Source: an optimization exercise on an open RTL-to-GDS flow (aim: small area, a short achievable clock period and few clock cycles). Production flows keep margins and buffers that such runs may drop.

// cnn_axi_burst_master
module cnn_axi_burst_master #(
  parameter int C_M_AXI_ID_WIDTH   = 12,
  parameter int C_M_AXI_ADDR_WIDTH = 64,
  parameter int C_M_AXI_DATA_WIDTH = 128,
  parameter int BURST_LEN          = 16,
  parameter int ID_VALUE           = 0
) (
  input  logic                            M_AXI_ACLK,
  input  logic                            M_AXI_ARESETN,
  input  logic                            INIT_AXI_TXN,
  input  logic [C_M_AXI_ADDR_WIDTH-1:0]   input_Addr_Offset,
  input  logic [C_M_AXI_ADDR_WIDTH-1:0]   output_Addr_Offset,
  output logic                            TXN_DONE,
  output logic                            ERROR,
  output logic [C_M_AXI_ID_WIDTH-1:0]     M_AXI_ARID,
  output logic [C_M_AXI_ADDR_WIDTH-1:0]   M_AXI_ARADDR,
  output logic [7:0]                      M_AXI_ARLEN,
  output logic [2:0]                      M_AXI_ARSIZE,
  output logic [1:0]                      M_AXI_ARBURST,
  output logic                            M_AXI_ARLOCK,
  output logic [3:0]                      M_AXI_ARCACHE,
  output logic [2:0]                      M_AXI_ARPROT,
  output logic [3:0]                      M_AXI_ARQOS,
  output logic                            M_AXI_ARVALID,
  input  logic                            M_AXI_ARREADY,
  input  logic [C_M_AXI_ID_WIDTH-1:0]     M_AXI_RID,
  input  logic [C_M_AXI_DATA_WIDTH-1:0]   M_AXI_RDATA,
  input  logic [1:0]                      M_AXI_RRESP,
  input  logic                            M_AXI_RLAST,
  input  logic                            M_AXI_RVALID,
  output logic                            M_AXI_RREADY,
  output logic [C_M_AXI_ID_WIDTH-1:0]     M_AXI_AWID,
  output logic [C_M_AXI_ADDR_WIDTH-1:0]   M_AXI_AWADDR,
  output logic [7:0]                      M_AXI_AWLEN,
  output logic [2:0]                      M_AXI_AWSIZE,
  output logic [1:0]                      M_AXI_AWBURST,
  output logic                            M_AXI_AWLOCK,
  output logic [3:0]                      M_AXI_AWCACHE,
  output logic [2:0]                      M_AXI_AWPROT,
  output logic [3:0]                      M_AXI_AWQOS,
  output logic                            M_AXI_AWVALID,
  input  logic                            M_AXI_AWREADY,
  output logic [C_M_AXI_DATA_WIDTH-1:0]   M_AXI_WDATA,
  output logic [C_M_AXI_DATA_WIDTH/8-1:0] M_AXI_WSTRB,
  output logic                            M_AXI_WLAST,
  output logic                            M_AXI_WVALID,
  input  logic                            M_AXI_WREADY,
  input  logic [C_M_AXI_ID_WIDTH-1:0]     M_AXI_BID,
  input  logic [1:0]                      M_AXI_BRESP,
  input  logic                            M_AXI_BVALID,
  output logic                            M_AXI_BREADY
);
For scale: roughly 900 cells after synthesis, about 13000 µm² of cells after synthesis.
export LEC_CHECK = 0
export CAP_MARGIN = 20
export CORE_MARGIN = 2
export CORE_UTILIZATION = 65
export SETUP_SLACK_MARGIN = 3.3
export SLEW_MARGIN = 20
create_clock -name core_clock -period 5.5 [get_ports {M_AXI_ACLK}]
standard.sh (not shown) runs the stock make flow with config.mk's settings and CLKGATE_MAP_FILE= SYNTH_SCRIPT=/design/flow/synth_recipe.tcl, a recipe that flattens the netlist after the stock synthesis.
==> flow/flow/run.sh <==
#!/bin/bash
# Standard ORFS layout with these changes: ports are buffered with the
# smallest plain buffer instead of the default delay buffer, and CTS adds
# no dummy clock loads and clusters more sinks per leaf buffer.
set -euo pipefail
export BUFFER_PORTS_ARGS="-buffer_cell sky130_fd_sc_hd__buf_1"
export CTS_ARGS="-sink_clustering_enable -repair_clock_nets -dont_use_dummy_load -sink_clustering_size 30 -sink_clustering_max_diameter 150"
bash standard.sh > standard.log 2>&1
The first run did not get past 3_2_place_iop.
Rerun with:
CORE_UTILIZATION = 40   (was 65)
=> The changed run finished with timing, DRC and antenna clean; synthesized cell count does not change; area after synthesis is unchanged.
Rerun with:
--- a/flow/flow/run.sh
+++ b/flow/flow/run.sh
@@ -7 +7 @@
-export CTS_ARGS="-sink_clustering_enable -repair_clock_nets -dont_use_dummy_load -sink_clustering_size 30 -sink_clustering_max_diameter 150"
+export CTS_ARGS="-sink_clustering_enable -repair_clock_nets -dont_use_dummy_load -sink_clustering_size 40 -sink_clustering_max_diameter 100"
CORE_UTILIZATION = 65   (was 40)
SETUP_SLACK_MARGIN = 3.5   (was 3.3)
=> With this change the flow stopped in 3_2_place_iop, error PPL-0024. Area after synthesis is unchanged. Synthesized cell count is unchanged.
Rerun with:
==> flow/flow/run.sh (replaced) <==
#!/bin/bash
# Standard ORFS layout with these changes: ports are buffered with the
# smallest plain buffer instead of the default delay buffer; one tie cell
# of each kind drives all constant outputs; synthesized 2:1 muxes start at
# the smallest size; CTS adds no dummy clock loads and clusters more sinks
# per leaf buffer.
set -euo pipefail
HERE=$(cd "$(dirname "$0")" && pwd)
export BUFFER_PORTS_ARGS="-buffer_cell sky130_fd_sc_hd__buf_1"
export SKIP_REPAIR_TIE_FANOUT=1
export POST_FLOORPLAN_TCL="$HERE/post_floorplan.tcl"
export CTS_ARGS="-sink_clustering_enable -repair_clock_nets -dont_use_dummy_load -sink_clustering_size 30 -sink_clustering_max_diameter 150"
bash standard.sh > standard.log 2>&1
==> flow/flow/post_floorplan.tcl (new file) <==
# Start the synthesized 2:1 muxes at the smallest size; timing repair
# later upsizes any that need it.
foreach inst [get_cells -hier *] {
  if {[get_property $inst ref_name] eq "sky130_fd_sc_hd__mux2_2"} {
    replace_cell $inst sky130_fd_sc_hd__mux2_1
  }
}
CORE_UTILIZATION = 40   (was 65)
SETUP_SLACK_MARGIN = 3.3   (was 3.5)
Outcome:
- Now the flow went through all stages and came out clean
- synthesized cell count stays the same
- area after synthesis does not change
No functional check of the RTL was part of any run of this note.

port drivers added, routing unchanged:
In the flow no input, the clock included, has a driving cell. The finished layouts below were timed again as built, in two steps.
Step 1 (the two cells are an assumption about what drives the block):
set clk [get_ports {M_AXI_ACLK}]
set_driving_cell -lib_cell sky130_fd_sc_hd__clkbuf_16 $clk
set_driving_cell -lib_cell sky130_fd_sc_hd__buf_2 [delete_from_list [all_inputs] $clk]
Step 2 moves the port delays by t, midway between the first and last clock arrival at a register: inputs arrive t later, outputs are due t later. That takes back most of the time a late clock gives input paths.
a / b / c = ideal ports / drivers / drivers and shift; a / b = the first two.
run	t, ns	setup WS [ns]	worst setup path after step 2	clock arrival spread, ns	cell pins on the clock port's net
the second run	0.510	3.228 / 3.176 / 2.903	input to register	0.088 / 0.089	1
the fourth run	0.521	3.190 / 3.140 / 2.990	input to register	0.063 / 0.064	1
After both steps every run listed still meets setup and hold. For the second run, which loses most, drivers alone change the setup slack by -0.052 ns; drivers and shift together by -0.325 ns.
